Background: an optimization exercise with open tools, aiming at small area, a short achievable clock period and few clock cycles. Do not read the settings as production practice.
In this exercise RTL edits were held to simulation tests only and were not proved equivalent to the original.
Power figures rest on the tool's default switching activity, not on a simulated workload.

==> 10-07: inputs <==
// multi_shot_timer_table
module multi_shot_timer_table #(
    parameter int SLOTS = mstt_pkg::SLOTS_DEF
) (
    input  logic         aclk,
    input  logic         aresetn,
    input  logic         cfg_wr_en,
    input  logic [4:0]   cfg_wr_data,
    input  logic         s_tvalid,
    output logic         s_tready,
    input  logic [127:0] s_tdata,
    input  logic [1:0]   s_tuser,
    output logic         m_tvalid,
    input  logic         m_tready,
    output logic [71:0]  m_tdata,
    output logic [2:0]   m_tuser,
    output logic         m_tlast
);
make LEC_CHECK=0 CAP_MARGIN=20 CORE_MARGIN=2 CORE_UTILIZATION=40 PLACE_DENSITY=0.45 SETUP_SLACK_MARGIN=5 SLEW_MARGIN=20 TNS_END_PERCENT=10 finish   # period 10.0 ns
run.sh (not shown) runs the stock make flow with config.mk's settings and CLKGATE_MAP_FILE= SYNTH_SCRIPT=/design/flow/synth_recipe.tcl, a recipe that flattens the netlist after the stock synthesis.
==> 09-21 (differences from 10-07) <==
--- a/flow/design.v
+++ b/flow/design.v
@@ -57,15 +57,15 @@
     mstt_ks_add #(.W(20)) u_lo (
         .a    (deadline[19:0]),
         .b    (~now[19:0]),
         .cin  (1'b1),
         .s    (lo),
-        .cout (no_borrow)
+        .cout (no_borrow),
+        .pall (lo_zero)      
     );
     mstt_le #(.W(29)) u_le (.a(dh), .b(nh), .le(le_h), .eq_out(eq_h));
     always_comb begin
-        lo_zero = (deadline[19:0] == now[19:0]);
         eq_h1   = (dh == now_hi1);
         due     = (le_h && !eq_h) || (eq_h && (!no_borrow || lo_zero));
         near    = (eq_h && no_borrow && !lo_zero) || (eq_h1 && !no_borrow);
         expire  = valid && due;
         if (!valid) begin
@@ -85,11 +85,12 @@
 ) (
     input  logic [W-1:0] a,
     input  logic [W-1:0] b,
     input  logic         cin,
     output logic [W-1:0] s,
-    output logic         cout
+    output logic         cout,
+    output logic         pall
 );
     localparam int L = $clog2(W);
     logic [W-1:0] p;
     logic [L:0][W-1:0] gl;
     logic [L:0][W-1:0] pl;
@@ -109,10 +110,11 @@
                 end
             end
         end
         s    = p ^ {gl[L][W-2:0], cin};
         cout = gl[L][W-1];
+        pall = &p;
     end
 endmodule
 module mstt_le #(
     parameter int W = 20
 ) (
@@ -305,11 +307,12 @@
     mstt_ks_add #(.W(32)) u_exp (
         .a    (t_now[31:0]),
         .b    (sel_int),
         .cin  (1'b0),
         .s    (exp_lo),
-        .cout (exp_c)
+        .cout (exp_c),
+        .pall ()
     );
     assign dl_exp = {exp_c ? t_hi1 : {1'b0, t_now[47:32]}, exp_lo};
     logic [3:0][19:0] grp;
     genvar gg;
     generate
@@ -392,11 +395,12 @@
     mstt_ks_add #(.W(32)) u_add (
         .a    (r_now[31:0]),
         .b    (r_int),
         .cin  (1'b0),
         .s    (add_lo),
-        .cout (add_c)
+        .cout (add_c),
+        .pall ()
     );
     assign dl_add   = {add_c ? ({1'b0, r_now[47:32]} + 17'd1) : {1'b0, r_now[47:32]}, add_lo};
     assign last_add = (r_rep <= 16'd1);
     assign now_hi1  = {1'b0, r_now[47:20]} + 29'd1;
     assign dl_w   = y_exp ? dl_exp : dl_add;
CORE_UTILIZATION = 45   (was 40)
PLACE_DENSITY = 0.5   (was 0.45)
==> run summary <==
metric                                                                            10-07       09-21
Clock net power                                                                 14.4 mW     14.2 mW
Transition time at the pin with the least slew margin                           1.26 ns     1.28 ns
Post-synthesis compound-gate area fraction                                        14.5%       14.7%
Slack of the critical path                                                      3.98 ns     4.00 ns
Total GRT Usage                                                                   38.6%       40.9%
Reported net switching power                                                    8.16 mW     8.13 mW
Fraction of area in multi-input gates                                             37.6%       37.9%
Number of cells on the worst reg-to-reg path                                         17          16
Worst hold slack across all endpoints                                          0.471 ns    0.474 ns
Layout Cell Area excl Fill                                                   213000 um2  210000 um2
Post-layout minimum cycle time                                                  6.02 ns     6.00 ns
Netlist area before placement                                                173000 um2  173000 um2
Req. time, crit path                                                           10.85 ns    10.83 ns
Result of the run                                      no timing/DRC/antenna violations  no timing/DRC/antenna violations
# placed instances                                                                20200       19600
Area of the die                                                              437000 um2  390000 um2
Sequential share of cell area                                                     44.2%       45.0%
Count of inverters not on the clock network in the layout                          1121        1135
Cell Count, Final, Fillers Out                                                    21700       20900
Metal1 wirelength                                                             348000 um   323000 um
Mean Syn Cell Area                                                             12.1 um2    12.0 um2
Share of synthesized cell area in full adder, half adder and majority cells       11.6%       11.6%
Testbench counts of 10-07, summed over its fixed seeds: cycles 5,138.
Testbench counts of 09-21, summed over its fixed seeds: cycles 5,138.

re-timing with driven ports:
How much do the figures lean on ideal ports? The routed layouts below were timed once more, with nothing changed but the port constraints.
Step 1, drivers: a clkbuf_16 drives aclk and a buf_2 each remaining input, both assumed.
Step 2 moves the port delays by t, midway between the first and last clock arrival at a register: inputs arrive t later, outputs are due t later. That takes back most of the time a late clock gives input paths.
Slacks: ideal / step 1 / step 2; pairs: ideal / step 1.
run	t (ns)	setup slack, ns	worst setup path after step 2	worst register clock-pin slew, ns	cell pins on the clock port's net
10-07	1.109	3.976 / 3.976 / 3.976	register to register	0.08 / 0.08	1
09-21	1.111	3.996 / 3.996 / 3.996	register to register	0.07 / 0.07	1
After both steps every run listed still meets setup and hold.
